Context: an optimization exercise on an open-source flow, tuned for small area and few clock cycles. The choices shown serve that exercise and are no tape-out recipe.
In this exercise RTL edits were held to simulation tests only and were not proved equivalent to the original.
Power is estimated from default activity; no workload was simulated.

--- flow/design.v ---
`default_nettype none
package y86_isa_pkg;
	typedef logic [64-1:0] word_t;
	typedef logic [16-1:0] pc_t;
	typedef logic [10*8-1:0] inst_win_t;
	typedef logic [3:0] reg_id_t;
	typedef logic [3:0] ifun_t;
	localparam reg_id_t REG_NONE = 4'hf;
	typedef enum logic [3:0] {
		HALT   = 4'h0,
		NOP    = 4'h1,
		RRMOVQ = 4'h2,
		IRMOVQ = 4'h3,
		OPQ    = 4'h6
	} icode_e;
	typedef enum logic [3:0] {
		ADD = 4'h0,
		SUB = 4'h1,
		AND = 4'h2,
		XOR = 4'h3
	} alufn_e;
	typedef enum logic [3:0] {
		ALWAYS = 4'h0,
		LE     = 4'h1,
		L      = 4'h2,
		E      = 4'h3,
		NE     = 4'h4,
		GE     = 4'h5,
		G      = 4'h6
	} cond_e;
	typedef enum logic [1:0] {
		AOK = 2'd0,
		HLT = 2'd1,
		INS = 2'd2
	} stat_e;
	typedef logic [2:0] cc_t;
	localparam int CC_ZF = 2;
	localparam int CC_SF = 1;
	localparam int CC_OF = 0;
	localparam cc_t CC_RESET = 3'b100;
endpackage
`default_nettype wire
`default_nettype none
package y86_pipe_pkg;
	typedef struct packed {
		logic                 valid;
		logic [3:0]           icode;
		logic [3:0]           ifun;
		logic [3:0]           ra;
		logic [3:0]           rb;
		logic [64-1:0] val_c;
		logic [1:0]           stat;
	} fd_t;
	typedef struct packed {
		logic                 valid;
		logic [3:0]           icode;
		logic [3:0]           ifun;
		logic [64-1:0] val_a;
		logic [64-1:0] val_b;
		logic [64-1:0] val_c;
		logic [3:0]           dst_e;
		logic [1:0]           stat;
	} de_t;
	typedef struct packed {
		logic                 valid;
		logic [3:0]           dst;
		logic [64-1:0] value;
	} wb_t;
	typedef enum logic {
		RUN     = 1'b0,
		STOPPED = 1'b1
	} fetch_state_e;
endpackage
`default_nettype wire
`timescale 1ns/100ps
`default_nettype none
module y86_fetch (
	input	wire	y86_isa_pkg::inst_win_t	rom_data_i,
	input	wire				over_i,
	input	wire				fstop_i,
	input	wire				cc_known_i,
	input	wire				zf_i,
	input	wire				lt_i,
	output	logic [7:0]			byte0_o,
	output	logic [7:0]			byte1_o,
	output	logic [7:0]			bbyte0_o,
	output	logic [7:0]			bbyte1_o,
	output	logic				take_o,
	output	logic				take_stop_o,
	output	logic				pair_o,
	output	logic [3:0]			fail_tt_o,
	output	logic [4:0]			trail_o
);
	localparam int NB = 10;
	localparam int NP = NB + 10;
	localparam int LEAD_STEPS = 2;
	localparam int TRAIL_STEPS = 2;
	logic [7:0]		wbyte [NB+1];
	logic [NB-1:0]		nop_k;
	logic [NB-1:0]		mov_k;
	logic [NB-1:0]		irm_k;
	logic [NB-1:0]		none_k;
	logic [NB-1:0]		fail_k;
	logic [NB-1:0]		len1_k;
	logic [NB-1:0]		len2_k;
	logic [NB-1:0]		stop_k;
	logic [NB-1:0]		fits_k;
	logic [NB-1:0]		skip_k;
	logic [NB-1:0]		skip_nc_k;
	logic [NP-1:0]		lead;
	logic [NP-1:0]		start;
	logic [NP-1:0]		trail;
	logic			fits;
	function automatic logic cond_holds(input logic [3:0] fn, input logic zf, input logic lt);
		case (fn)
			4'h0: cond_holds = 1'b1;
			4'h1: cond_holds = lt | zf;
			4'h2: cond_holds = lt;
			4'h3: cond_holds = zf;
			4'h4: cond_holds = !zf;
			4'h5: cond_holds = !lt;
			4'h6: cond_holds = !lt && !zf;
			default: cond_holds = 1'b0;
		endcase
	endfunction
	function automatic logic stops(input logic [7:0] b);
		stops = !(b[7:4] == 4'h1 || b[7:4] == 4'h3 || (b[7:4] == 4'h2 && b[3:0] <= 4'h6)
			|| (b[7:4] == 4'h6 && b[3:0] <= 4'h3));
	endfunction
	function automatic logic [NP-1:0] step(input logic [NP-1:0] cur,
			input logic [NB-1:0] skip, input logic [NB-1:0] adv1,
			input logic [NB-1:0] adv2);
		step = '0;
		for (int j = NB; j < NP; j++)
			step[j] = cur[j];
		for (int k = 0; k < NB; k++) begin
			if (!skip[k])
				step[k] = step[k] | cur[k];
			else if (adv1[k])
				step[k + 1] = step[k + 1] | cur[k];
			else if (adv2[k])
				step[k + 2] = step[k + 2] | cur[k];
			else
				step[k + 10] = step[k + 10] | cur[k];
		end
	endfunction
	always_comb begin
		for (int k = 0; k < NB; k++)
			wbyte[k] = rom_data_i[8*k +: 8];
		wbyte[NB] = 8'h00;
		for (int k = 0; k < NB; k++) begin
			nop_k[k] = wbyte[k][7:4] == 4'h1;
			mov_k[k] = wbyte[k][7:4] == 4'h2 && wbyte[k][3:0] <= 4'h6;
			irm_k[k] = wbyte[k][7:4] == 4'h3;
			none_k[k] = k < NB - 1 && wbyte[k + 1][3:0] == 4'hf;
			fail_k[k] = cc_known_i && !cond_holds(wbyte[k][3:0], zf_i, lt_i);
			len1_k[k] = !(wbyte[k][7:4] == 4'h2 || wbyte[k][7:4] == 4'h3
				|| wbyte[k][7:4] == 4'h6);
			len2_k[k] = wbyte[k][7:4] == 4'h2 || wbyte[k][7:4] == 4'h6;
			stop_k[k] = stops(wbyte[k]);
			fits_k[k] = stop_k[k] || k == 0 || len1_k[k] || (len2_k[k] && k < NB - 1);
		end
		skip_k = nop_k | (mov_k & (fail_k | none_k)) | (irm_k & none_k);
		skip_nc_k = nop_k | (mov_k & none_k) | (irm_k & none_k);
	end
	always_comb begin
		lead = '0;
		if (over_i)
			lead[2] = 1'b1;
		else
			lead[0] = 1'b1;
		for (int s = 0; s < LEAD_STEPS; s++)
			lead = step(lead, skip_k, nop_k, mov_k);
		byte0_o = 8'h00;
		byte1_o = 8'h00;
		fits = 1'b0;
		for (int k = 0; k < NB; k++) begin
			byte0_o = byte0_o | ({8{lead[k]}} & wbyte[k]);
			byte1_o = byte1_o | ({8{lead[k]}} & wbyte[k + 1]);
			fits = fits | (lead[k] & fits_k[k]);
		end
	end
	assign take_o = !fstop_i && fits;
	assign take_stop_o = take_o && stops(byte0_o);
	always_comb begin
		start = '0;
		for (int k = 0; k < NB; k++) begin
			if (len1_k[k])
				start[k + 1] = start[k + 1] | lead[k];
			else if (len2_k[k])
				start[k + 2] = start[k + 2] | lead[k];
			else
				start[k + 10] = start[k + 10] | lead[k];
		end
		if (!fits)
			start = lead;
		trail = start;
		for (int s = 0; s < TRAIL_STEPS; s++)
			trail = step(trail, byte0_o[7:4] == 4'h6 ? skip_nc_k : skip_k, nop_k, mov_k);
		trail_o = '0;
		for (int j = 0; j < NP; j++)
			trail_o = trail_o | ({5{trail[j]}} & 5'(j));
		bbyte0_o = 8'h00;
		bbyte1_o = 8'h00;
		for (int k = 0; k < NB - 1; k++) begin
			bbyte0_o = bbyte0_o | ({8{trail[k]}} & wbyte[k]);
			bbyte1_o = bbyte1_o | ({8{trail[k]}} & wbyte[k + 1]);
		end
	end
	assign pair_o = take_o && !cc_known_i && byte0_o[7:4] == 4'h2 && byte0_o[3:0] != 4'h0
		&& ((bbyte0_o[7:4] == 4'h2 && bbyte0_o[3:0] <= 4'h6)
			|| (bbyte0_o[7:4] == 4'h6 && bbyte0_o[3:0] <= 4'h3));
	always_comb
		for (int f = 0; f < 4; f++)
			fail_tt_o[f] = !cond_holds(byte0_o[3:0], f[1], f[0]);
endmodule
`default_nettype wire
`timescale 1ns/100ps
`default_nettype none
module y86_regfile (
	input	wire	clk,
	input	wire	reset_i,
	input	wire				we_i,
	input	wire	y86_isa_pkg::reg_id_t	dst_i,
	input	wire	y86_isa_pkg::word_t	val_i,
	output	logic [15*64-1:0]	regs_o,
	output	logic [15-1:0]		written_o
);
	y86_isa_pkg::word_t		regs [15];
	logic [15-1:0]		written_q;
	always_ff @(posedge clk) begin
		if (reset_i)
			written_q <= '0;
		else if (we_i && dst_i != y86_isa_pkg::REG_NONE)
			written_q[dst_i] <= 1'b1;
	end
	always_ff @(posedge clk) begin
		if (!reset_i && we_i && dst_i != y86_isa_pkg::REG_NONE)
			regs[dst_i] <= val_i;
	end
	always_comb
		for (int i = 0; i < 15; i++)
			regs_o[i*64 +: 64] = regs[i];
	assign written_o = written_q;
endmodule
`default_nettype wire
`timescale 1ns/100ps
`default_nettype none
module y86_execute (
	input	wire	[3:0]			icode_i,
	input	wire	[3:0]			ifun_i,
	input	wire	y86_isa_pkg::word_t	val_c_i,
	input	wire	[15-1:0]		sel_a_i,
	input	wire	[15-1:0]		sel_b_i,
	input	wire	[15*64-1:0]	regs_i,
	output	y86_isa_pkg::word_t		val_e_o,
	output	logic				zf_o,
	output	logic				lt_o
);
	localparam int MSB = 64 - 1;
	y86_isa_pkg::word_t	val_a;
	y86_isa_pkg::word_t	val_b;
	y86_isa_pkg::word_t	alu_r;
	logic			sub;
	y86_isa_pkg::word_t	alu_x;
	y86_isa_pkg::word_t	alu_y;
	y86_isa_pkg::word_t	alu_p;
	y86_isa_pkg::word_t	alu_t;
	y86_isa_pkg::word_t	pg [7];
	y86_isa_pkg::word_t	pt [7];
	y86_isa_pkg::word_t	sum;
	always_comb begin
		val_a = '0;
		val_b = '0;
		for (int i = 0; i < 15; i++) begin
			val_a = val_a | ({64{sel_a_i[i]}} & regs_i[i*64 +: 64]);
			val_b = val_b | ({64{sel_b_i[i]}} & regs_i[i*64 +: 64]);
		end
	end
	assign sub = ifun_i[0];
	assign alu_x = val_b;
	assign alu_y = val_a ^ {64{sub}};
	assign alu_p = alu_x ^ alu_y;
	assign alu_t = alu_x | alu_y;
	always_comb begin
		pg[0] = alu_x & alu_y;
		pt[0] = alu_t;
		pg[0][0] = (alu_x[0] & alu_y[0]) | (alu_t[0] & sub);
		for (int l = 0; l < 6; l++) begin
			for (int i = 0; i < 64; i++) begin
				if (((i >> l) & 1) == 1) begin
					pg[l + 1][i] = pg[l][i] | (pt[l][i] & pg[l][((i >> l) << l) - 1]);
					pt[l + 1][i] = pt[l][i] & pt[l][((i >> l) << l) - 1];
				end else begin
					pg[l + 1][i] = pg[l][i];
					pt[l + 1][i] = pt[l][i];
				end
			end
		end
		sum = alu_p ^ {pg[6][62:0], sub};
	end
	always_comb begin
		case (ifun_i[1:0])
			2'd2: alu_r = val_b & val_a;
			2'd3: alu_r = val_b ^ val_a;
			default: alu_r = sum;
		endcase
		case (icode_i)
			4'h3: val_e_o = val_c_i;
			4'h2: val_e_o = val_a;
			default: val_e_o = alu_r;
		endcase
	end
	always_comb begin
		case (ifun_i[1:0])
			2'd2: zf_o = ~|(val_b & val_a);
			2'd3: zf_o = ~|(val_b ^ val_a);
			default: zf_o = ~|(alu_p ^ {alu_t[62:0], sub});
		endcase
		lt_o = ifun_i[1] ? alu_r[MSB] : alu_p[MSB] ^ pg[6][MSB];
	end
endmodule
`default_nettype wire
`timescale 1ns/100ps
`default_nettype none
module y86_cpu (
	input	wire	clk,
	input	wire	reset_i,
	input	wire	y86_isa_pkg::inst_win_t	rom_data_i,
	output	y86_isa_pkg::pc_t		rom_addr_o,
	output	y86_pipe_pkg::wb_t		wb_o,
	output	logic [1:0]			stat_o,
	output	logic				halted_o
);
	y86_isa_pkg::pc_t	pc_q;
	logic [4:0]		off_q;
	logic			fstop_q;
	logic			over_q;
	logic			fe_valid_q;
	logic [3:0]		fe_icode_q;
	logic [3:0]		fe_ifun_q;
	y86_isa_pkg::reg_id_t	fe_rb_q;
	logic [15-1:0]	fe_sa_q;
	logic [15-1:0]	fe_sb_q;
	y86_isa_pkg::word_t	fe_valc_q;
	logic			zf_q;
	logic			lt_q;
	logic			halted_q;
	logic [1:0]		stat_q;
	y86_pipe_pkg::wb_t	wb_q;
	y86_isa_pkg::pc_t	pc;
	logic			cc_known;
	logic [7:0]		byte0;
	logic [7:0]		byte1;
	logic [7:0]		bbyte0;
	logic [7:0]		bbyte1;
	logic			take;
	logic			take_stop;
	logic			pair;
	logic [3:0]		fail_tt;
	logic [4:0]		trail;
	logic			over;
	logic [15-1:0]	written;
	logic [15-1:0]	written_n;
	logic [15*64-1:0]	regs;
	logic			e_stop;
	logic			e_op;
	logic			cond_ok;
	logic			we;
	y86_isa_pkg::word_t	val_e;
	logic			zf_n;
	logic			lt_n;
	function automatic logic cond_holds(input logic [3:0] fn, input logic zf, input logic lt);
		case (fn)
			4'h0: cond_holds = 1'b1;
			4'h1: cond_holds = lt | zf;
			4'h2: cond_holds = lt;
			4'h3: cond_holds = zf;
			4'h4: cond_holds = !zf;
			4'h5: cond_holds = !lt;
			4'h6: cond_holds = !lt && !zf;
			default: cond_holds = 1'b0;
		endcase
	endfunction
	function automatic logic [15-1:0] onehot(input logic [3:0] r);
		for (int i = 0; i < 15; i++)
			onehot[i] = r == 4'(i);
	endfunction
	assign pc = pc_q + 16'(off_q);
	assign cc_known = !(fe_valid_q && fe_icode_q == 4'h6);
	y86_fetch fetch0 (
		.rom_data_i(rom_data_i),
		.over_i(over_q),	.fstop_i(fstop_q),
		.cc_known_i(cc_known),	.zf_i(zf_q),		.lt_i(lt_q),
		.byte0_o(byte0),	.byte1_o(byte1),
		.bbyte0_o(bbyte0),	.bbyte1_o(bbyte1),
		.take_o(take),		.take_stop_o(take_stop),
		.pair_o(pair),		.fail_tt_o(fail_tt),
		.trail_o(trail)
	);
	assign over = pair && fail_tt[{zf_n, lt_n}];
	assign written_n = written | ({15{we}} & onehot(fe_rb_q));
	always_ff @(posedge clk) begin
		if (reset_i) begin
			pc_q <= '0;
			off_q <= '0;
			fstop_q <= 1'b0;
			over_q <= 1'b0;
			fe_valid_q <= 1'b0;
		end else begin
			fe_valid_q <= take;
			over_q <= over;
			if (take_stop)
				fstop_q <= 1'b1;
			if (!fstop_q && !take_stop) begin
				pc_q <= pc;
				off_q <= trail;
			end
		end
	end
	always_ff @(posedge clk) begin
		fe_icode_q <= over ? bbyte0[7:4] : byte0[7:4];
		fe_ifun_q <= over ? bbyte0[3:0] : byte0[3:0];
		fe_rb_q <= over ? bbyte1[3:0] : byte1[3:0];
		fe_sa_q <= written_n & (over ? onehot(bbyte1[7:4]) : onehot(byte1[7:4]));
		fe_sb_q <= written_n & (over ? onehot(bbyte1[3:0]) : onehot(byte1[3:0]));
		fe_valc_q <= rom_data_i[10*8-1:16];
	end
	y86_regfile regfile0 (
		.clk(clk),		.reset_i(reset_i),
		.we_i(we),		.dst_i(fe_rb_q),
		.val_i(val_e),		.regs_o(regs),
		.written_o(written)
	);
	y86_execute execute0 (
		.icode_i(fe_icode_q),	.ifun_i(fe_ifun_q),
		.val_c_i(fe_valc_q),
		.sel_a_i(fe_sa_q),	.sel_b_i(fe_sb_q),
		.regs_i(regs),
		.val_e_o(val_e),
		.zf_o(zf_n),		.lt_o(lt_n)
	);
	assign e_stop = fe_valid_q && !(fe_icode_q == 4'h1 || fe_icode_q == 4'h3
		|| (fe_icode_q == 4'h2 && fe_ifun_q <= 4'h6)
		|| (fe_icode_q == 4'h6 && fe_ifun_q <= 4'h3));
	assign e_op = fe_valid_q && fe_icode_q == 4'h6 && !e_stop;
	assign cond_ok = cond_holds(fe_ifun_q, zf_q, lt_q);
	assign we = fe_valid_q && !e_stop && fe_rb_q != y86_isa_pkg::REG_NONE
		&& (fe_icode_q == 4'h3 || fe_icode_q == 4'h6 || (fe_icode_q == 4'h2 && cond_ok));
	always_ff @(posedge clk) begin
		if (reset_i) begin
			zf_q <= 1'b1;
			lt_q <= 1'b0;
			halted_q <= 1'b0;
			stat_q <= y86_isa_pkg::AOK;
			wb_q.valid <= 1'b0;
		end else begin
			wb_q.valid <= we;
			if (e_op) begin
				zf_q <= zf_n;
				lt_q <= lt_n;
			end
			if (e_stop) begin
				halted_q <= 1'b1;
				stat_q <= fe_icode_q == 4'h0 ? y86_isa_pkg::HLT : y86_isa_pkg::INS;
			end
		end
	end
	always_ff @(posedge clk) begin
		wb_q.dst <= fe_rb_q;
		wb_q.value <= val_e;
	end
	assign rom_addr_o = pc;
	assign wb_o = wb_q;
	assign stat_o = stat_q;
	assign halted_o = halted_q;
endmodule
`default_nettype wire
--- flow/run.sh ---
#!/bin/bash
# synth_recipe.tcl (not shown) runs the flow's synth.tcl, then flattens the netlist and writes it again
# the make line also repeats each setting of config.mk as NAME=value (left out here)
make -C /OpenROAD-flow-scripts/flow DESIGN_CONFIG=/design/flow/config.mk WORK_HOME=/design/flow/orfs CLKGATE_MAP_FILE= SYNTH_SCRIPT=/design/flow/synth_recipe.tcl finish
--- flow/config.mk ---
export PLATFORM = sky130hd
export DESIGN_NAME = y86_cpu
export DESIGN_NICKNAME = y86_cpu
export VERILOG_FILES = /design/flow/design.v
export SDC_FILE = /design/flow/constraint.sdc
export NUM_CORES = 4
export LEC_CHECK = 0
export CAP_MARGIN = 20
export CORE_MARGIN = 2
export CORE_UTILIZATION = 45
export PLACE_DENSITY = 0.62
export SETUP_SLACK_MARGIN = 0.2
export SLEW_MARGIN = 20
export SYNTH_HIERARCHICAL = 1
export SYNTH_MINIMUM_KEEP_SIZE = 0
--- flow/constraint.sdc ---
create_clock -name core_clock -period 6.0 [get_ports {clk}]
set_input_delay 1.2000 -clock core_clock [delete_from_list [all_inputs] [get_ports {clk}]]
set_output_delay 1.2000 -clock core_clock [all_outputs]
set_load 0.01 [all_outputs]
==> impl_metrics.toml, run 1 <==
[outcome]
outcome = "complete, but fails checks"
violations = "negative setup slack"

[timing]
rsz0062_at_grt = "true"
period_share = 1.03
fin_ws_ns = -0.180
maxSlewViolCount = 0
hold_violations = 0
setup_viol = 42
slew_headroom = 0.291
min_period_ns = 6.18
clock_skew_ns = 0.0624
whs_ns = 0.456
worstMarginPinSlew_ns = 1.06
fmax_ghz = 0.162

[setup_path]
crit_arrival_ns = 6.89
slowest_stage = "mux4_2"
cpPeakStageDelay_ns = 0.58
cp_max_fo = 9
worstPathRequired_ns = 6.71
cp-start-kind = "flip-flop"
critPathKind = "reg -> reg"
critPathMostFrequentCell = "buf_4"
crit_path_end_kind = "flip-flop"

[clock_tree]
clockBufferDepth = 3
clk_latency_ns = 0.81
cts_hold_buffers = 0
numCtsBuffers = 121
cts.sinks = 1179
clockRootBuffer = "clkbuf_16"
htreeDepth = 3
tritoncts = "done"
cts.clk_slew.worst_paths_ns = 0.06

[detailed_routing]
post-route-drc-count = 0
wl_per_cell_um = 36.4
wl_met3_um = 40300
first_pass_iters = 14
drt_iter0_drc = 11100
wl_met2_um = 117000
routed_wirelength_um = 285000
highest_layer = "met5"
wl_met1_um = 107000
via_count = 54500
antenna_left = 0
viasPerCell = 6.96

[grt]
grt_first_pass_wirelength_um = 392000
antenna_found_initial = 17
grt_max_degree = 65
grt_pass1_vias = 52000
grt_use_total = 0.407
grt_remaining_overflow = 0

[power]
p_total_uw = 19200
power_density_nw_per_um2 = 252
p_leak_uw = 0.0284
ir_drop_uv = 357

[place]
placed_cells = 7512
placed_cell_area_um2 = 69800
io_buffers = 169
gp_congestion = 1.06
hpwl_um = 199000

[layout]
seq_area_um2 = 33300
syn2layout_area_growth_pct = 28.0
utilization = 0.580
nets = 6246
fillers = 10800
final_cells = 7824
drive_gt1_frac = 0.256
multi_input_area_um2 = 25200
design_area_um2 = 76100

[synth]
synth_area_leaders = "edfxtp_1, a22oi_1, dfxtp_1"
synth-edff-count = 960
synth_nets = 5324
ys.flop_type = "edfxtp_1"
yosys_warnings = 13
synth-seq-cells = 1179
synth_area_um2 = 59400
synth_common_cells = "edfxtp_1, a22oi_1, nor2_1"
synth-seq-area-share = 0.559
synth_top_cell_area_share = 0.485
syn-instance-count = 5036
async_reset_ff_frac = 0
yosysUniqueCellTypes = 118
yosysTopAreaCell = "edfxtp_1"
yosysMostFrequentCell = "edfxtp_1"
syn_area_per_cell_um2 = 11.8

[floorplanning]
ios = 170
fp.coreArea_um2 = 131000
row_count = 133
die_h_um = 367
dieArea_um2 = 135000
start_util = 0.453
dieWidth_um = 367

[run]
cap_violations = 0

[min_path]
hp-class = "reg -> reg"
-- per-module statistics from Yosys (local to each module, per instance) --
| module | area (um2) | copies in the design |
|---|---|---|
| y86_cpu | 6330 | 1 |
| y86_execute | 18800 | 1 |
| y86_fetch | 4500 | 1 |
| y86_regfile | 29800 | 1 |
-- worst paths after layout --
kind	startpoint	to	slack [ns]	cells after the start
setup / recovery	fe_sa_q[12]$_DFF_P_	fe_sb_q[7]$_DFF_P_	-0.18	28
hold reg to reg	halted_q$_SDFFE_PP0N_	halted_q$_SDFFE_PP0N_	0.46	2
setup reg to reg	fe_sa_q[12]$_DFF_P_	fe_sb_q[7]$_DFF_P_	-0.18	28
hold / removal	halted_q$_SDFFE_PP0N_	halted_q$_SDFFE_PP0N_	0.46	2
-- power breakdown --
part,internal (uW),switching (uW),leakage [uW]
Sequential,9060,68.3,0.0106
Clock,4590,3370,0.00209
Combinational,776,1300,0.0157
Total,14400,4730,0.0284
-- final cells by class --
type / count / area share
Sequential cell: 1179 / 0.438
Timing Repair Buffer: 1157 / 0.135
Inverter: 230 / 0.0114
Antenna cell: 2 / 0.0000658
Tap cell: 1755 / 0.0289
Clock inverter: 55 / 0.00839
Multi-Input combinational cell: 3269 / 0.331
Clock buffer: 177 / 0.0471
-- registers in the layout, summed over array words and instances, names as in the netlist, 4 cells and up --
register and count:
off_q 5, fe_ifun_q 4, fe_sa_q 15, regfile0.written_q 15, fe_sb_q 15, fe_icode_q 4
fe_rb_q 4, pc_q 16, regfile0.regs 960, fe_valc_q 64, wb_q 69
-- critical path: cells and delay by family, from the launching register on --
kind / cells / cell delay (ns)
adders and majority gates: 1 / 0.20
AOI/OAI and AO/OA: 9 / 1.48
and+or+nand+nor: 7 / 1.45
DFF: 1 / 0.53
xor gates and xnor gates: 1 / 0.21
buffers and inverters: 9 / 1.60
muxes: 1 / 0.58
-- what timing repair did --
action	4_1_cts	5_1_grt
pin swaps	60	30
resized for setup	191	72
endpoints found under the setup margin	43	43
cloned	8	0
endpoints found under the hold margin	0	0
setup buffers	59	10
-- logic make-up after synthesis --
family          count (synthesis)  share of synthesized area
xor+xnor                      184                     0.0271
simple gates                 1168                      0.105
mux                           135                     0.0240
flops                        1179                      0.559
fa+ha+maj                     206                     0.0443
buf+inv                       588                     0.0385
compound gates               1576                      0.202
-- metrics by stage --
step | setup WS (ns) | setup TNS (ns)
global placement | -1.06 | -43.85
floorplan | -0.0843 | -2.43
CTS | 0.0104 | 0
finish | -0.180 | -4.38
detailed placement | -1.07 | -42.90
global route | -0.296 | -10.04
-- cells in the final DEF, fill, tap and decap left out, types with 38 or more instances in the layout --
cell type / Yosys / layout
mux2i_1: 87 / 87
ha_1: 199 / 194
inv_1: 229 / 229
nand2_1: 208 / 206
or2_2: 52 / 51
edfxtp_1: 960 / 960
o21ai_0: 94 / 58
nand4_1: 166 / 166
a221oi_1: 57 / 51
and3_1: 67 / 65
xor2_1: 90 / 87
clkdlybuf4s50_1: 0 / 140
a22oi_1: 692 / 690
a222oi_1: 167 / 167
dfxtp_1: 219 / 186
nand3_1: 129 / 127
o211ai_1: 38 / 38
a31oi_1: 57 / 43
nor2b_1: 47 / 43
buf_4: 5 / 884
clkbuf_16: 0 / 125
nand2b_1: 42 / 42
nor4_1: 64 / 49
a21oi_1: 176 / 154
nor2_1: 236 / 222
buf_12: 0 / 71
xnor2_1: 94 / 93
a22o_1: 56 / 56
-- per-layer routing --
layer / up-vias / global-route usage
li1: 22000 / -
met5: - / 0
met3: 1078 / 0.116
met4: 10 / 0.221
met1: 26400 / 0.555
met2: 4964 / 0.584
Testbench counts, summed over its fixed seeds: cycles 36,092.
==> run 2: changes to the inputs <==
--- a/flow/design.v
+++ b/flow/design.v
@@ -109,2 +109,4 @@
 	logic [NB-1:0]		skip_nc_k;
+	logic [NB-1:0]		pairable_k;
+	logic			pair_ok;
 	logic [NP-1:0]		lead;
@@ -164,2 +166,5 @@
 		skip_nc_k = nop_k | (mov_k & none_k) | (irm_k & none_k);
+		for (int k = 0; k < NB; k++)
+			pairable_k[k] = k < NB - 1 && ((mov_k[k] && !none_k[k])
+				|| (wbyte[k][7:4] == 4'h6 && wbyte[k][3:0] <= 4'h3));
 	end
@@ -202,7 +207,19 @@
 			trail_o = trail_o | ({5{trail[j]}} & 5'(j));
+	end
+	always_comb begin
 		bbyte0_o = 8'h00;
 		bbyte1_o = 8'h00;
-		for (int k = 0; k < NB - 1; k++) begin
-			bbyte0_o = bbyte0_o | ({8{trail[k]}} & wbyte[k]);
-			bbyte1_o = bbyte1_o | ({8{trail[k]}} & wbyte[k + 1]);
+		pair_ok = 1'b0;
+		for (int k = 0; k < NB - 3; k++) begin
+			if (nop_k[k + 2]) begin
+				if (k < NB - 4) begin
+					bbyte0_o = bbyte0_o | ({8{lead[k]}} & wbyte[k + 3]);
+					bbyte1_o = bbyte1_o | ({8{lead[k]}} & wbyte[k + 4]);
+					pair_ok = pair_ok | (lead[k] & pairable_k[k + 3]);
+				end
+			end else begin
+				bbyte0_o = bbyte0_o | ({8{lead[k]}} & wbyte[k + 2]);
+				bbyte1_o = bbyte1_o | ({8{lead[k]}} & wbyte[k + 3]);
+				pair_ok = pair_ok | (lead[k] & pairable_k[k + 2]);
+			end
 		end
@@ -210,4 +227,3 @@
 	assign pair_o = take_o && !cc_known_i && byte0_o[7:4] == 4'h2 && byte0_o[3:0] != 4'h0
-		&& ((bbyte0_o[7:4] == 4'h2 && bbyte0_o[3:0] <= 4'h6)
-			|| (bbyte0_o[7:4] == 4'h6 && bbyte0_o[3:0] <= 4'h3));
+		&& pair_ok;
 	always_comb
@@ -268,4 +284,3 @@
 	y86_isa_pkg::word_t	alu_t;
-	y86_isa_pkg::word_t	pg [7];
-	y86_isa_pkg::word_t	pt [7];
+	logic [65:0]		sum_c;
 	y86_isa_pkg::word_t	sum;
@@ -284,23 +299,8 @@
 	assign alu_t = alu_x | alu_y;
-	always_comb begin
-		pg[0] = alu_x & alu_y;
-		pt[0] = alu_t;
-		pg[0][0] = (alu_x[0] & alu_y[0]) | (alu_t[0] & sub);
-		for (int l = 0; l < 6; l++) begin
-			for (int i = 0; i < 64; i++) begin
-				if (((i >> l) & 1) == 1) begin
-					pg[l + 1][i] = pg[l][i] | (pt[l][i] & pg[l][((i >> l) << l) - 1]);
-					pt[l + 1][i] = pt[l][i] & pt[l][((i >> l) << l) - 1];
-				end else begin
-					pg[l + 1][i] = pg[l][i];
-					pt[l + 1][i] = pt[l][i];
-				end
-			end
-		end
-		sum = alu_p ^ {pg[6][62:0], sub};
-	end
+	assign sum_c = {alu_x[MSB], alu_x, 1'b1} + {alu_y[MSB], alu_y, sub};
+	assign sum = sum_c[64:1];
 	always_comb begin
 		case (ifun_i[1:0])
-			2'd2: alu_r = val_b & val_a;
-			2'd3: alu_r = val_b ^ val_a;
+			2'd2: alu_r = alu_x & alu_y;
+			2'd3: alu_r = ~alu_p;
 			default: alu_r = sum;
@@ -315,7 +315,7 @@
 		case (ifun_i[1:0])
-			2'd2: zf_o = ~|(val_b & val_a);
-			2'd3: zf_o = ~|(val_b ^ val_a);
+			2'd2: zf_o = ~|(alu_x & alu_y);
+			2'd3: zf_o = &alu_p;
 			default: zf_o = ~|(alu_p ^ {alu_t[62:0], sub});
 		endcase
-		lt_o = ifun_i[1] ? alu_r[MSB] : alu_p[MSB] ^ pg[6][MSB];
+		lt_o = ifun_i[1] ? alu_r[MSB] : sum_c[65];
 	end
--- a/flow/config.mk
+++ b/flow/config.mk
@@ -9,4 +9,6 @@
 export CORE_MARGIN = 2
-export CORE_UTILIZATION = 45
-export PLACE_DENSITY = 0.62
+export CORE_UTILIZATION = 60
+export CTS_CLUSTER_DIAMETER = 100
+export CTS_CLUSTER_SIZE = 30
+export PLACE_DENSITY = 0.75
 export SETUP_SLACK_MARGIN = 0.2
==> impl_metrics.toml, run 2 <==
[setup_path]
critPathKind = "reg -> reg"
cp-start-kind = "flip-flop"
cpLargestDelayFamily = "compound AO/OA/AOI/OAI gates"
path_buf_inv = 3
path_cells = "a222oi_1 -> nand3_1 -> nor2_1 -> xnor2_1 -> ha_1 -> a21o_1 -> a21o_1 -> a21oi_1 -> a21boi_0 -> o21ai_0 -> a221oi_1 -> buf_4 -> o21ai_0 -> nand3b_1 -> o221ai_1 -> nor2_1 -> buf_4 -> mux4_2 -> nand2_2 -> buf_4 -> mux2_2"
crit_path_end_kind = "flip-flop"
critPathMostFrequentCell = "buf_4"
crit_arrival_ns = 6.30
slowest_stage = "dfxtp_4"
worstPathRequired_ns = 6.58
cp_max_fo = 15
cpPeakStageDelay_ns = 0.81

[detailed_routing]
via_count = 55300
viasPerCell = 7.93
wl_per_cell_um = 37.7
post-route-drc-count = 0
antenna_left = 0
routed_wirelength_um = 263000
first_pass_iters = 11
drt_iter0_drc = 13400

[power]
ir_drop_uv = 296
p_leak_uw = 0.0238
power_density_nw_per_um2 = 231

[place]
gp_congestion = 1.10
hpwl_um = 173000
io_buffers = 169

[layout]
drive_gt1_frac = 0.134
nets = 5867
multi_input_area_um2 = 24400
largest_reg_flops = 960
top_regs = "regfile0.regs (960), wb_q (69), fe_valc_q (64)"
final_common_cell = "edfxtp_1"
syn2layout_area_growth_pct = 13.3
final_cell_mix = "edfxtp_1, a22oi_1, buf_4, nand2_1, nor2_1"
regMostFlops = "regfile0.regs"
fillers = 7119
seq_area_um2 = 33300

[clock_tree]
numCtsBuffers = 50
tritoncts = "done"
htreeDepth = 2
cts_hold_buffers = 0
clockBufferDepth = 3
cts.clk_slew.worst_paths_ns = 0.12
clockRootBuffer = "clkbuf_16"
clk_latency_ns = 0.73
cts.sinks = 1179

[synth]
synth_common_cells = "edfxtp_1, a22oi_1, nor2_1"
ys.flop_type = "edfxtp_1"
synth_area_um2 = 60000
syn-instance-count = 5368
yosysUniqueCellTypes = 120
yosysMostFrequentCell = "edfxtp_1"
async_reset_ff_frac = 0
synth-seq-cells = 1179
yosysTopAreaCell = "edfxtp_1"
yosys_warnings = 11
synth-edff-count = 960
syn_area_per_cell_um2 = 11.2
synth-seq-area-share = 0.554
synth_area_leaders = "edfxtp_1, a22oi_1, dfxtp_1"
synth_nets = 5587
synth_top_cell_area_share = 0.481

[timing]
whs_ns = 0.463
clock_skew_ns = 0.0683
hold_violations = 0
min_period_ns = 5.72
maxSlewViolCount = 0
slew_headroom = 0.233
setup_viol = 0
worstMarginPinSlew_ns = 1.14
period_share = 0.954
setup_tns_ns = 0
fmax_ghz = 0.175
rsz0062_at_grt = "false"

[grt]
grt_max_degree = 65
antenna_found_initial = 11
grt_pass1_vias = 51900
grt_use_total = 0.492
grt_remaining_overflow = 0
grt_first_pass_wirelength_um = 365000

[min_path]
hp-class = "reg -> reg"

[outcome]
outcome = "timing/DRC/antenna clean"

[floorplanning]
die_h_um = 320
dieWidth_um = 320
row_count = 115
dieArea_um2 = 103000
ios = 170
fp.coreArea_um2 = 98700
start_util = 0.608

[run]
cap_violations = 0
## run 2: cell count changes in the layout (fill, tap and decap cells not counted), sizes merged, moves of 64 or more
cell	previous run	this run
buf	988	475
o21ai	106	170
nand2	210	276
clkbuf	177	82
a22oi	693	800
a21oi	182	261
## run 2: layout make-up
cell class	instances	share of cell area
clock buffers	82	0.0205
multi-input cells	3519	0.358
diodes	5	0.000184
well taps	1287	0.0237
repair buffers	643	0.0897
clock inverters	10	0.00317
inverters	255	0.0141
flip-flops and latches	1179	0.490
## run 2: stage by stage
step,total power [uW],utilization,setup slack [ns],instances,area (um2)
2_1_floorplan,10400,-,0.853,5368,60000
3_3_place_gp,11400,0.670,0.143,6875,66100
3_5_place_dp,11400,0.670,0.121,6875,66100
4_1_cts,15600,0.686,0.252,6967,67700
5_1_grt,16000,0.689,0.246,6975,68000
6_report,15700,0.689,0.278,6980,68000
## run 2: worst register-to-register path, stage by stage (launching register included)
cell,delay [ns]
dfxtp_4,0.81
a222oi_1,0.26
nand3_1,0.14
nor2_1,0.07
xnor2_1,0.43
ha_1,0.46
a21o_1,0.24
a21o_1,0.17
a21oi_1,0.18
a21boi_0,0.31
o21ai_0,0.16
a221oi_1,0.28
buf_4,0.17
o21ai_0,0.07
nand3b_1,0.12
o221ai_1,0.13
nor2_1,0.15
buf_4,0.18
mux4_2,0.52
nand2_2,0.20
buf_4,0.22
mux2_2,0.35
## run 2: metal layers
metal | vias up | global-route usage | wire [um]
met2 | 6092 | 0.689 | 106000
met4 | 16 | 0.332 | 23200
met1 | 25900 | 0.637 | 87500
li1 | 21700 | - | -
met3 | 1542 | 0.182 | 46600
met5 | - | 0.00236 | 120
## run 2: cell families (layout without fill, tap and decap cells)
kind of cell	count (synthesis)	count (layout)	share of synthesized area
muxes	80	80	0.0140
AOI/OAI and AO/OA	1812	1812	0.222
xor gates and xnor gates	153	153	0.0223
buffers and inverters	670	990	0.0440
and+or+nand+nor	1335	1335	0.115
other	0	5	0
DFF	1179	1179	0.554
adders and majority gates	139	139	0.0290
## run 2: power by group
part           total [uW]  leakage (uW)  internal, uW  switching [uW]
Clock                4350      0.000756          1690            2660
Combinational        2100        0.0125           716            1380
Sequential           9280        0.0105          9160             119
Total               15700        0.0238         11600            4160
## run 2: per-module statistics from Yosys, one instance, submodules excluded
module	flops+latches	cells
y86_fetch	0	768
y86_regfile	975	1077
y86_cpu	204	558
y86_execute	0	2965
## run 2: path summary, 6_finish.rpt
path / start / to / slack [ns] / depth (start not counted)
max: fe_sa_q[3]$_DFF_P_ / fe_ifun_q[0]$_DFF_P_ / 0.28 / 21
min: regfile0.written_q[11]$_SDFFE_PP0P_ / regfile0.written_q[11]$_SDFFE_PP0P_ / 0.46 / 2
max reg2reg: fe_sa_q[3]$_DFF_P_ / fe_ifun_q[0]$_DFF_P_ / 0.28 / 21
min reg2reg: regfile0.written_q[11]$_SDFFE_PP0P_ / regfile0.written_q[11]$_SDFFE_PP0P_ / 0.46 / 2
## run 2: repair_timing
| action | in CTS | in global routing |
|---|---|---|
| endpoints found under the setup margin | 0 | 119 |
| resized for setup | 0 | 10 |
| setup buffers | 0 | 8 |
Testbench counts of run 2, summed over its fixed seeds: cycles 36,113.
==> run 3: changes to the inputs <==
--- a/flow/design.v
+++ b/flow/design.v
@@ -78,3 +78,2 @@
 	input	wire	y86_isa_pkg::inst_win_t	rom_data_i,
-	input	wire				over_i,
 	input	wire				fstop_i,
@@ -172,6 +171,3 @@
 		lead = '0;
-		if (over_i)
-			lead[2] = 1'b1;
-		else
-			lead[0] = 1'b1;
+		lead[0] = 1'b1;
 		for (int s = 0; s < LEAD_STEPS; s++)
@@ -337,3 +333,2 @@
 	logic			fstop_q;
-	logic			over_q;
 	logic			fe_valid_q;
@@ -392,3 +387,3 @@
 		.rom_data_i(rom_data_i),
-		.over_i(over_q),	.fstop_i(fstop_q),
+		.fstop_i(fstop_q),
 		.cc_known_i(cc_known),	.zf_i(zf_q),		.lt_i(lt_q),
@@ -407,3 +402,2 @@
 			fstop_q <= 1'b0;
-			over_q <= 1'b0;
 			fe_valid_q <= 1'b0;
@@ -411,3 +405,2 @@
 			fe_valid_q <= take;
-			over_q <= over;
 			if (take_stop)
@@ -416,3 +409,3 @@
 				pc_q <= pc;
-				off_q <= trail;
+				off_q <= over ? trail + 5'd2 : trail;
 			end
==> impl_metrics.toml, run 3 <==
[setup_path]
path_cells = "buf_12 -> a22oi_1 -> nand4_1 -> nor2_1 -> xnor2_1 -> ha_1 -> buf_4 -> xnor2_1 -> nor4_1 -> nand4_1 -> nor4_2 -> nand4_1 -> o41ai_4 -> buf_4 -> mux4_2 -> nand2_2 -> buf_4 -> or3_1 -> a311oi_1"
cpLargestDelayFamily = "simple AND/OR/NAND/NOR gates"
cp-start-kind = "flip-flop"
crit_arrival_ns = 6.41
worstPathRequired_ns = 6.61
cpPeakStageDelay_ns = 0.54
critPathKind = "reg -> reg"
cp_max_fo = 22
path_buf_inv = 4
crit_path_end_kind = "flip-flop"
slowest_stage = "dfxtp_4"

[place]
pre_cts_ws_ns = -0.143
gp_congestion = 1.07
placed_cells = 6740
io_buffers = 169
hpwl_um = 165000

[detailed_routing]
routed_wirelength_um = 256000
drt_iter0_drc = 12400
post-route-drc-count = 0
via_count = 53800
viasPerCell = 7.83
first_pass_iters = 13
wl_per_cell_um = 37.3
antenna_left = 0

[grt]
grt_remaining_overflow = 0
grt_use_total = 0.481
grt_max_degree = 96
top_usage_layer = "met2"
grt_first_pass_wirelength_um = 352000
grtUsageMet2 = 0.698
grt_pass1_vias = 49800
antenna_found_initial = 12
use_met3 = 0.162
use_met1 = 0.628

[layout]
final_common_cell = "edfxtp_1"
final_cell_mix = "edfxtp_1, a22oi_1, buf_4, nor2_1, nand2_1"
fillers = 7126
utilization = 0.683
nets = 5743
regMostFlops = "regfile0.regs"
largest_reg_flops = 960
drive_gt1_frac = 0.135
final_cells = 6862
syn2layout_area_growth_pct = 13.4
top_regs = "regfile0.regs (960), wb_q (69), fe_valc_q (64)"

[synth]
syn-instance-count = 5234
synth_nets = 5454
synth-seq-area-share = 0.562
synth_common_cells = "edfxtp_1, a22oi_1, nor2_1"
yosysMostFrequentCell = "edfxtp_1"
yosysUniqueCellTypes = 118
synth-edff-count = 960
syn_area_per_cell_um2 = 11.3
async_reset_ff_frac = 0
yosysTopAreaCell = "edfxtp_1"
synth_top_cell_area_share = 0.488
yosys_warnings = 11
synth_area_um2 = 59000
ys.flop_type = "edfxtp_1"
synth-seq-cells = 1178
synth_area_leaders = "edfxtp_1, a22oi_1, dfxtp_1"

[min_path]
hp-class = "reg -> reg"

[floorplanning]
ios = 170
fp.coreArea_um2 = 98000
dieArea_um2 = 101000
start_util = 0.602
row_count = 115
dieWidth_um = 318
die_h_um = 318

[power]
ir_drop_uv = 310
p_leak_uw = 0.0234
power_density_nw_per_um2 = 236
p_total_uw = 15800

[clock_tree]
clockBufferDepth = 3
htreeDepth = 2
tritoncts = "done"
numCtsBuffers = 48
clk_latency_ns = 0.73
cts.clk_slew.worst_paths_ns = 0.12
cts.sinks = 1178
cts_hold_buffers = 0
clockRootBuffer = "clkbuf_16"

[timing]
rsz0062_at_grt = "true"
maxSlewViolCount = 0
hold_violations = 0
fin_ws_ns = 0.206
min_period_ns = 5.79
slew_headroom = 0.238
worstMarginPinSlew_ns = 1.14
clock_skew_ns = 0.0488
fmax_ghz = 0.173
period_share = 0.966
setup_viol = 0

[run]
cap_violations = 0

[outcome]
outcome = "timing/DRC/antenna clean"
run 3: cell types whose count changed after synthesis, sizes merged, moves of 18 or more:
cell / before / now
o211ai: 44 / 23
a21oi: 261 / 216
buf: 166 / 148
nand3: 191 / 172
inv: 254 / 235
nor2: 279 / 314
run 3: stage by stage:
step | hold WS, ns | instance area (um2) | TNS [ns]
after floorplan | 0.417 | 59000 | 0
after detailed placement | 0.441 | 65000 | -2.71
after CTS | 0.460 | 66500 | 0
after global routing | 0.485 | 66900 | 0
after global placement | 0.441 | 65000 | 0
final | 0.455 | 66900 | 0
run 3: final timing paths:
| path | from | to | slack, ns | cells after the start |
|---|---|---|---|---|
| worst max register to register | fe_sa_q[2]$_DFF_P_ | off_q[4]$_SDFFE_PP0P_ | 0.21 | 19 |
| worst max-delay path | fe_sa_q[2]$_DFF_P_ | off_q[4]$_SDFFE_PP0P_ | 0.21 | 19 |
| worst min register to register | regfile0.written_q[11]$_SDFFE_PP0P_ | regfile0.written_q[11]$_SDFFE_PP0P_ | 0.46 | 2 |
| worst min-delay path | regfile0.written_q[11]$_SDFFE_PP0P_ | regfile0.written_q[11]$_SDFFE_PP0P_ | 0.46 | 2 |
run 3: cell type report:
cell class                      instances  area [um2]  area share
Sequential cell                      1178       33300       0.498
Multi-Input combinational cell       3429       23600       0.353
Timing Repair Buffer                  630        5950      0.0889
Tap cell                             1287        1610      0.0241
Clock buffer                           80        1360      0.0204
Inverter                              236         886      0.0132
Clock inverter                          9         141     0.00211
Antenna cell                           13        32.5    0.000486
run 3: cell families (layout without fill, tap and decap cells):
| kind of cell | count (synthesis) | after routing | synth area share |
|---|---|---|---|
| XOR/XNOR | 154 | 154 | 0.0228 |
| adder cells (fa/ha/maj) | 139 | 139 | 0.0295 |
| other | 0 | 13 | 0 |
| AND/OR/NAND/NOR | 1331 | 1331 | 0.114 |
| flip-flops | 1178 | 1178 | 0.562 |
| buffers and inverters | 627 | 955 | 0.0416 |
| AO/OA/AOI/OAI | 1719 | 1719 | 0.215 |
| multiplexers | 86 | 86 | 0.0152 |
run 3: modules after synthesis (local to each module, per instance):
module,cell area [um2],flip-flops and latches,cells
y86_regfile,29800,975,1077
y86_execute,19300,0,2965
y86_fetch,3690,0,630
y86_cpu,6330,203,562
run 3: routing by layer:
metal | up-vias | routed length, um | share of wire
met5 | - | 117 | 0.00046
met4 | 18 | 21100 | 0.082
met3 | 1458 | 43600 | 0.17
met2 | 5805 | 106000 | 0.41
met1 | 25300 | 85400 | 0.33
li1 | 21200 | - | -
run 3: repair_timing:
item	in CTS	in global routing
setup buffers	0	18
endpoints found under the setup margin	46	141
cloned	0	0
resized for setup	3	19
pin swaps	0	2
run 3: report_power, final:
group | internal (uW) | leakage, uW | total [uW] | switching (uW)
Sequential | 9210 | 0.0105 | 9320 | 114
Clock | 1630 | 0.000718 | 4210 | 2580
Combinational | 790 | 0.0122 | 2270 | 1480
Total | 11600 | 0.0234 | 15800 | 4170
run 3: worst min-delay path: cells and delay by family (launching register included):
kind / cells / cell delay (ns)
AO/OA/AOI/OAI: 1 / 0.05
flip-flops: 1 / 0.33
buffers and inverters: 1 / 0.05
Testbench counts of run 3, summed over its fixed seeds: cycles 35,869.
==> run 4: changes to the inputs <==
==> flow/flow/run.sh (new file) <==
#!/bin/bash
set -euo pipefail
export BUFFER_PORTS_ARGS="-buffer_cell sky130_fd_sc_hd__buf_2"
bash standard.sh finish > standard.log 2>&1
==> flow/standard.sh (new file) <==
#!/bin/bash
# synth_recipe.tcl (not shown) runs the flow's synth.tcl, then flattens the netlist and writes it again
# the make line also repeats each setting of config.mk as NAME=value (left out here)
make -C /OpenROAD-flow-scripts/flow DESIGN_CONFIG=/design/flow/config.mk WORK_HOME=/design/flow/orfs CLKGATE_MAP_FILE= SYNTH_SCRIPT=/design/flow/synth_recipe.tcl "${@:-finish}"
removed: flow/run.sh
==> impl_metrics.toml, run 4 <==
[setup_path]
path_cells = "buf_12 -> a222oi_1 -> nand3_1 -> nor2_1 -> buf_4 -> xnor2_1 -> ha_1 -> nand2_1 -> nor2_1 -> nand2_1 -> nor3_1 -> nand4_1 -> nor4_2 -> nor2_1 -> o211ai_1 -> mux2i_1 -> nor2_2 -> buf_4 -> mux4_2 -> nand2_4 -> buf_12 -> nor3_1 -> a41oi_1 -> nor2_1"
worstPathRequired_ns = 6.59
path_depth = 24
path_buf_inv = 4
cp-start-kind = "flip-flop"
cpPeakStageDelay_ns = 0.55
cpLargestDelayFamily = "simple AND/OR/NAND/NOR gates"
crit_arrival_ns = 6.33
critPathKind = "reg -> reg"
slowest_stage = "dfxtp_4"
crit_path_end_kind = "flip-flop"
cp_max_fo = 28
rrSetupSlack_ns = 0.25
reg2regPathDepth = 24
critPathMostFrequentCell = "nor2_1"

[detailed_routing]
post-route-drc-count = 0
wl_met2_um = 105000
antenna_left = 0
wl_met3_um = 42300
viasPerCell = 7.87
highest_layer = "met5"
via_count = 53300
drt_iter0_drc = 12600
wl_per_cell_um = 37.6
wl_met1_um = 86100
routed_wirelength_um = 254000
first_pass_iters = 13

[layout]
top_regs = "regfile0.regs (960), wb_q (69), fe_valc_q (64)"
largest_reg_flops = 960
drive_gt1_frac = 0.153
fillers = 7275
regMostFlops = "regfile0.regs"
syn2layout_area_growth_pct = 10.9
nets = 5648
seq_area_um2 = 33300
final_cell_mix = "edfxtp_1, a22oi_1, buf_4, nor2_1, nand2_1"
design_area_um2 = 65500
final_common_cell = "edfxtp_1"
multi_input_area_um2 = 23700

[synth]
ys.flop_type = "edfxtp_1"
synth_top_cell_area_share = 0.488
synth-adder-area-share = 0.0295
yosys_warnings = 11
yosysTopAreaCell = "edfxtp_1"
yosys.area_share.simple = 0.114
synthMuxAreaShare = 0.0152
syn_area_per_cell_um2 = 11.3
synth_area_um2 = 59000
syn-instance-count = 5234
synth-seq-cells = 1178
async_reset_ff_frac = 0
yosysUniqueCellTypes = 118
synth_nets = 5454
synth_common_cells = "edfxtp_1, a22oi_1, nor2_1"
yosysMostFrequentCell = "edfxtp_1"
synth_area_leaders = "edfxtp_1, a22oi_1, dfxtp_1"
synthXorXnorAreaFrac = 0.0228
synth_top_family_by_area = "compound AO/OA/AOI/OAI gates"
synth_compound_area_frac = 0.215
synth-seq-area-share = 0.562
synth-edff-count = 960

[timing]
setup_tns_ns = 0
slew_headroom = 0.249
fmax_ghz = 0.174
clock_skew_ns = 0.0682
period_share = 0.958
setup_viol = 0
rsz0062_at_grt = "true"
hold_violations = 0
fin_ws_ns = 0.255
worstMarginPinSlew_ns = 1.12
min_period_ns = 5.75
maxSlewViolCount = 0
whs_ns = 0.454

[power]
p_leak_uw = 0.0230
intPower_uw = 11500
power_density_nw_per_um2 = 240
ir_drop_uv = 452
power_switching_uw = 4210
swShare = 0.268
p_seq_frac = 0.593
comb_power_share = 0.136
clockPowerShare = 0.271

[min_path]
hold_depth = 2
hp-class = "reg -> reg"

[floorplanning]
dieWidth_um = 318
dieArea_um2 = 101000
ios = 170
row_count = 115
fp.coreArea_um2 = 98000
start_util = 0.602
die_h_um = 318

[clock_tree]
cts_hold_buffers = 0
cts.clk_slew.worst_paths_ns = 0.11
clk_latency_ns = 0.74
numCtsBuffers = 49
cts.sinks = 1178
htreeDepth = 2
tritoncts = "done"
clockBufferDepth = 3
clockRootBuffer = "clkbuf_16"

[outcome]
outcome = "timing/DRC/antenna clean"

[grt]
grt_use_total = 0.484
grt_remaining_overflow = 0
antenna_found_initial = 14
grt_pass1_vias = 50000
grt_max_degree = 96
grt_first_pass_wirelength_um = 354000

[place]
io_buffers = 169
gp_congestion = 1.09
placed_cell_area_um2 = 63400
pre_cts_ws_ns = 0.00994
hpwl_um = 164000

[run]
cap_violations = 0
## run 4: cell families (layout without fill, tap and decap cells)
family	after synthesis	in the layout
other cells	0	12
buf+inv	627	861
xor+xnor	154	154
fa+ha+maj	139	139
simple gates	1331	1331
mux	86	86
flops	1178	1178
compound gates	1719	1719
## run 4: area by class of cell
cell class	instances	share of cell area
Sequential cell	1178	0.509
Multi-Input combinational cell	3429	0.362
Timing Repair Buffer	534	0.0666
Tap cell	1287	0.0246
Clock buffer	78	0.0209
Inverter	236	0.0135
Clock inverter	13	0.00319
Antenna cell	12	0.000459
## run 4: path summary, 6_finish.rpt
| kind | from | endpoint |
|---|---|---|
| setup / recovery | fe_sa_q[6]$_DFF_P_ | fe_sa_q[13]$_DFF_P_ |
| hold / removal | halted_q$_SDFFE_PP0N_ | halted_q$_SDFFE_PP0N_ |
| setup reg to reg | fe_sa_q[6]$_DFF_P_ | fe_sa_q[13]$_DFF_P_ |
| hold reg to reg | halted_q$_SDFFE_PP0N_ | halted_q$_SDFFE_PP0N_ |
## run 4: worst register-to-register path, delay by kind of cell (launching register included)
family                     cells  cell delay [ns]
DFF                            1             0.55
AOI/OAI and AO/OA              3             0.78
adders and majority gates      1             0.34
buffers and inverters          4             0.86
xor gates and xnor gates       1             0.09
muxes                          2             0.69
and+or+nand+nor               13             2.26
## run 4: power by group through the flow
stage / sequential (uW) / combinational, uW / clock [uW]
after floorplan: 9500 / 1080 / 0
after global placement: 9500 / 2020 / 0
after detailed placement: 9510 / 2040 / 0
after CTS: 9320 / 2050 / 4220
after global routing: 9330 / 2240 / 4480
final: 9330 / 2140 / 4260
## run 4: layer usage
| layer | GRT usage | vias to the layer above |
|---|---|---|
| li1 | - | 21000 |
| met1 | 0.635 | 25000 |
| met2 | 0.698 | 5728 |
| met3 | 0.153 | 1488 |
| met4 | 0.304 | 10 |
| met5 | 0.00142 | - |
## run 4: what timing repair did
item                       4_1_cts  5_1_grt
gates resized for setup          4       22
pin swaps                        0       13
setup buffers                    1       21
setup endpoints to repair       45      157
## run 4: per-module statistics from Yosys (local to each module, per instance)
module / cell area, um2 / cells inside
y86_cpu: 6330 / 562
y86_fetch: 3690 / 630
y86_execute: 19300 / 2965
y86_regfile: 29800 / 1077
## run 4: through the flow
| stage | std cells | utilization | total power, uW |
|---|---|---|---|
| after global routing | 6756 | 0.668 | 16100 |
| after CTS | 6734 | 0.664 | 15600 |
| after global placement | 6642 | 0.647 | 11500 |
| after floorplan | 5234 | - | 10600 |
| final | 6767 | 0.668 | 15700 |
| after detailed placement | 6642 | 0.647 | 11500 |
==> run 5: changes to the inputs <==
--- a/flow/design.v
+++ b/flow/design.v
@@ -95,3 +95,3 @@
 	localparam int LEAD_STEPS = 2;
-	localparam int TRAIL_STEPS = 2;
+	localparam int TRAIL_STEPS = 1;
 	logic [7:0]		wbyte [NB+1];
@@ -290,3 +290,3 @@
 	end
-	assign sub = ifun_i[0];
+	assign sub = icode_i == 4'h6 && ifun_i[0];
 	assign alu_x = val_b;
@@ -303,7 +303,5 @@
 		endcase
-		case (icode_i)
-			4'h3: val_e_o = val_c_i;
-			4'h2: val_e_o = val_a;
-			default: val_e_o = alu_r;
-		endcase
+		if (icode_i != 4'h6)
+			alu_r = sum;
+		val_e_o = icode_i == 4'h3 ? val_c_i : alu_r;
 	end
@@ -418,3 +416,4 @@
 		fe_sa_q <= written_n & (over ? onehot(bbyte1[7:4]) : onehot(byte1[7:4]));
-		fe_sb_q <= written_n & (over ? onehot(bbyte1[3:0]) : onehot(byte1[3:0]));
+		fe_sb_q <= written_n & (over ? onehot(bbyte1[3:0]) & {15{bbyte0[7:4] == 4'h6}}
+			: onehot(byte1[3:0]) & {15{byte0[7:4] == 4'h6}});
 		fe_valc_q <= rom_data_i[10*8-1:16];
--- a/flow/config.mk
+++ b/flow/config.mk
@@ -10,4 +10,4 @@
 export CORE_UTILIZATION = 60
-export CTS_CLUSTER_DIAMETER = 100
-export CTS_CLUSTER_SIZE = 30
+export CTS_CLUSTER_DIAMETER = 80
+export CTS_CLUSTER_SIZE = 25
 export PLACE_DENSITY = 0.75
==> impl_metrics.toml, run 5 <==
[clock_tree]
clockBufferDepth = 3
cts.sinks = 1178
cts.clk_slew.worst_paths_ns = 0.10
numCtsBuffers = 58
clk_latency_ns = 0.76
htreeDepth = 2
post-cts-setup-buffers = 0
clockRootBuffer = "clkbuf_16"
tritoncts = "done"

[detailed_routing]
antenna_left = 0
routed_wirelength_um = 255000
viasPerCell = 8.05
via_count = 52900
post-route-drc-count = 0
wl_per_cell_um = 38.7
first_pass_iters = 13
drt_iter0_drc = 13800

[grt]
antenna_found_initial = 11
grt_use_total = 0.501
grt_pass1_vias = 49800
grt_remaining_overflow = 0
grt_max_degree = 65
grt_first_pass_wirelength_um = 356000

[place]
io_buffers = 169
placed_cells = 6461
gp_congestion = 1.10
hpwl_um = 169000

[synth]
synth_common_cells = "edfxtp_1, a22oi_1, clkbuf_1"
synth_nets = 5271
syn-instance-count = 5051
synth_top_cell_area_share = 0.496
synth-seq-cells = 1178
yosysUniqueCellTypes = 113
async_reset_ff_frac = 0
synth-edff-count = 960
yosys_warnings = 11
yosysMostFrequentCell = "edfxtp_1"
synth_area_um2 = 58100
synth-seq-area-share = 0.571
syn_area_per_cell_um2 = 11.5
yosysTopAreaCell = "edfxtp_1"
ys.flop_type = "edfxtp_1"
synth_area_leaders = "edfxtp_1, a22oi_1, dfxtp_1"

[layout]
final_cells = 6575
top_regs = "regfile0.regs (960), wb_q (69), fe_valc_q (64)"
regMostFlops = "regfile0.regs"
final_common_cell = "edfxtp_1"
largest_reg_flops = 960
syn2layout_area_growth_pct = 11.2
drive_gt1_frac = 0.154
fillers = 7063
nets = 5466
final_cell_mix = "edfxtp_1, a22oi_1, buf_4, nor2_1, inv_1"

[outcome]
outcome = "timing/DRC/antenna clean"

[setup_path]
crit_arrival_ns = 6.41
critPathKind = "reg -> reg"
worstPathRequired_ns = 6.64
cp_max_fo = 17
reg2regPathDepth = 23
cp-start-kind = "flip-flop"
crit_path_end_kind = "flip-flop"

[floorplanning]
start_util = 0.604
ios = 170
fp.coreArea_um2 = 96300
row_count = 114
dieWidth_um = 315
die_h_um = 315
dieArea_um2 = 99400

[timing]
min_period_ns = 5.77
slew_headroom = 0.192
fmax_ghz = 0.173
clock_skew_ns = 0.0621
worstMarginPinSlew_ns = 1.21
setup_viol = 0
rsz0062_at_grt = "false"
period_share = 0.962
maxSlewViolCount = 0
hold_violations = 0
whs_ns = 0.454
setup_tns_ns = 0

[power]
ir_drop_uv = 308
p_leak_uw = 0.0223
power_density_nw_per_um2 = 226

[min_path]
hp-class = "reg -> reg"
hold_depth = 2

[run]
cap_violations = 0
==> run 5: cell count changes after synthesis, moves of 16 or more <==
cell,change
xor2_1,+61
buf_2,-21
mux2i_1,-36
xnor2_1,-79
nor2_1,-57
buf_1,-18
nor3_1,-16
nand2_1,-63
clkbuf_1,+30
a211o_1,+22
==> run 5: cell type report <==
class                      count  area, um2  area share
sequential                  1178      33300       0.515
tap                         1276       1600      0.0247
inverter                     223        837      0.0130
antenna                        3       7.51    0.000116
timing repair buffer         514       4120      0.0638
clock inverter                15        231     0.00358
multi-input combinational   3271      22900       0.355
clock buffer                  95       1600      0.0248
==> run 5: power by group <==
group          total [uW]  leakage, uW  internal [uW]  switching (uW)
combinational        1010       0.0108            295             717
clock                4650     0.000870           1920            2740
sequential           8950       0.0106           8900            50.2
==> run 5: cells by family (layout without fill, tap and decap cells) <==
family | count (synthesis) | in the layout | share of synthesized area
adders and majority gates | 139 | 139 | 0.0300
DFF | 1178 | 1178 | 0.571
xor gates and xnor gates | 136 | 136 | 0.0205
AOI/OAI and AO/OA | 1741 | 1741 | 0.221
buffers and inverters | 602 | 847 | 0.0400
other | 0 | 3 | 0
and+or+nand+nor | 1205 | 1205 | 0.108
muxes | 50 | 50 | 0.00922
==> run 5: modules after synthesis (local to each module, per instance) <==
module | copies in the design | area (um2) | flip-flops and latches | cells
y86_cpu | 1 | 6470 | 203 | 578
y86_execute | 1 | 18600 | 0 | 2856
y86_fetch | 1 | 3270 | 0 | 540
y86_regfile | 1 | 29800 | 975 | 1077
==> run 5: worst paths after layout <==
kind / from / slack (ns) / endpoint
max: fe_sa_q[10]$_DFF_P_ / 0.23 / fe_sb_q[13]$_DFF_P_
min: halted_q$_SDFFE_PP0N_ / 0.45 / halted_q$_SDFFE_PP0N_
max reg2reg: fe_sa_q[10]$_DFF_P_ / 0.23 / fe_sb_q[13]$_DFF_P_
min reg2reg: halted_q$_SDFFE_PP0N_ / 0.45 / halted_q$_SDFFE_PP0N_
==> run 5: per-layer routing <==
layer,vias to the layer above,track usage,part of all wire
met5,-,0,0.00046
met4,16,0.366,0.096
met3,1602,0.159,0.17
met2,6164,0.715,0.41
met1,24600,0.643,0.32
li1,20500,-,-
==> run 5: what timing repair did <==
item / CTS / global route
hold buffers: 0 / 0
pin swaps: 0 / 4
endpoints found under the hold margin: 0 / 0
resized for setup: 1 / 34
cloned: 0 / 1
endpoints found under the setup margin: 18 / 45
==> run 5: through the flow <==
step	util	worst slack, ns	instance area [um2]	total power, uW
2_1_floorplan	-	0.305	58100	9620
3_3_place_gp	0.650	0.242	62600	10100
3_5_place_dp	0.650	0.301	62600	10100
4_1_cts	0.669	0.257	64500	14500
5_1_grt	0.671	0.180	64600	14900
6_report	0.671	0.226	64600	14600
==> run 5: critical path: stages, from the launching register on <==
cell,delay (ns)
dfxtp_4,0.55
buf_4,0.39
buf_4,0.30
a222oi_1,0.11
nand3_1,0.11
nor2_1,0.06
xor2_1,0.16
ha_1,0.32
a21o_1,0.26
a21o_1,0.18
a21o_1,0.25
a221oi_1,0.32
o21ai_0,0.16
o21bai_2,0.27
a41o_1,0.31
nand2_1,0.10
a311oi_1,0.11
a31oi_2,0.29
mux4_2,0.59
nand2_4,0.17
buf_4,0.20
nand4_1,0.11
o31a_2,0.17
a21oi_1,0.12
Testbench counts of run 5, summed over its fixed seeds: cycles 35,935.

re-timing with driven ports:
The results above use ideal ports. As a check the final layouts listed here were re-extracted and re-timed, cells and wires unchanged.
Step 1, drivers: a clkbuf_16 drives clk and a buf_2 each remaining input, both assumed.
Step 2, shift: input delay + t, output delay - t, t = (earliest + latest rising clock arrival at the registers) / 2. This alone moves slack from input paths to output paths.
a / b / c = ideal ports / drivers / drivers and shift; a / b = the first two.
run	t (ns)	setup slack, ns	worst hold slack (ns)	clock arrival spread, ns	cell pins on the clock port's net
run 1	0.856	-0.180 / -0.180 / -0.984	0.456 / 0.456 / 0.456	0.063 / 0.062	1
run 2	0.764	0.278 / 0.278 / -0.303	0.463 / 0.463 / 0.463	0.075 / 0.075	1
run 3	0.776	0.206 / 0.206 / -0.085	0.455 / 0.455 / 0.455	0.061 / 0.061	1
run 4	0.774	0.255 / 0.255 / 0.121	0.454 / 0.454 / 0.454	0.068 / 0.068	1
run 5	0.800	0.226 / 0.226 / 0.183	0.454 / 0.454 / 0.454	0.063 / 0.063	1
With both steps, setup timing fails in run 2 and run 3, where it was met with ideal ports. For run 1, which loses most, drivers alone change the setup slack by 0.000 ns; drivers and shift together by -0.804 ns.
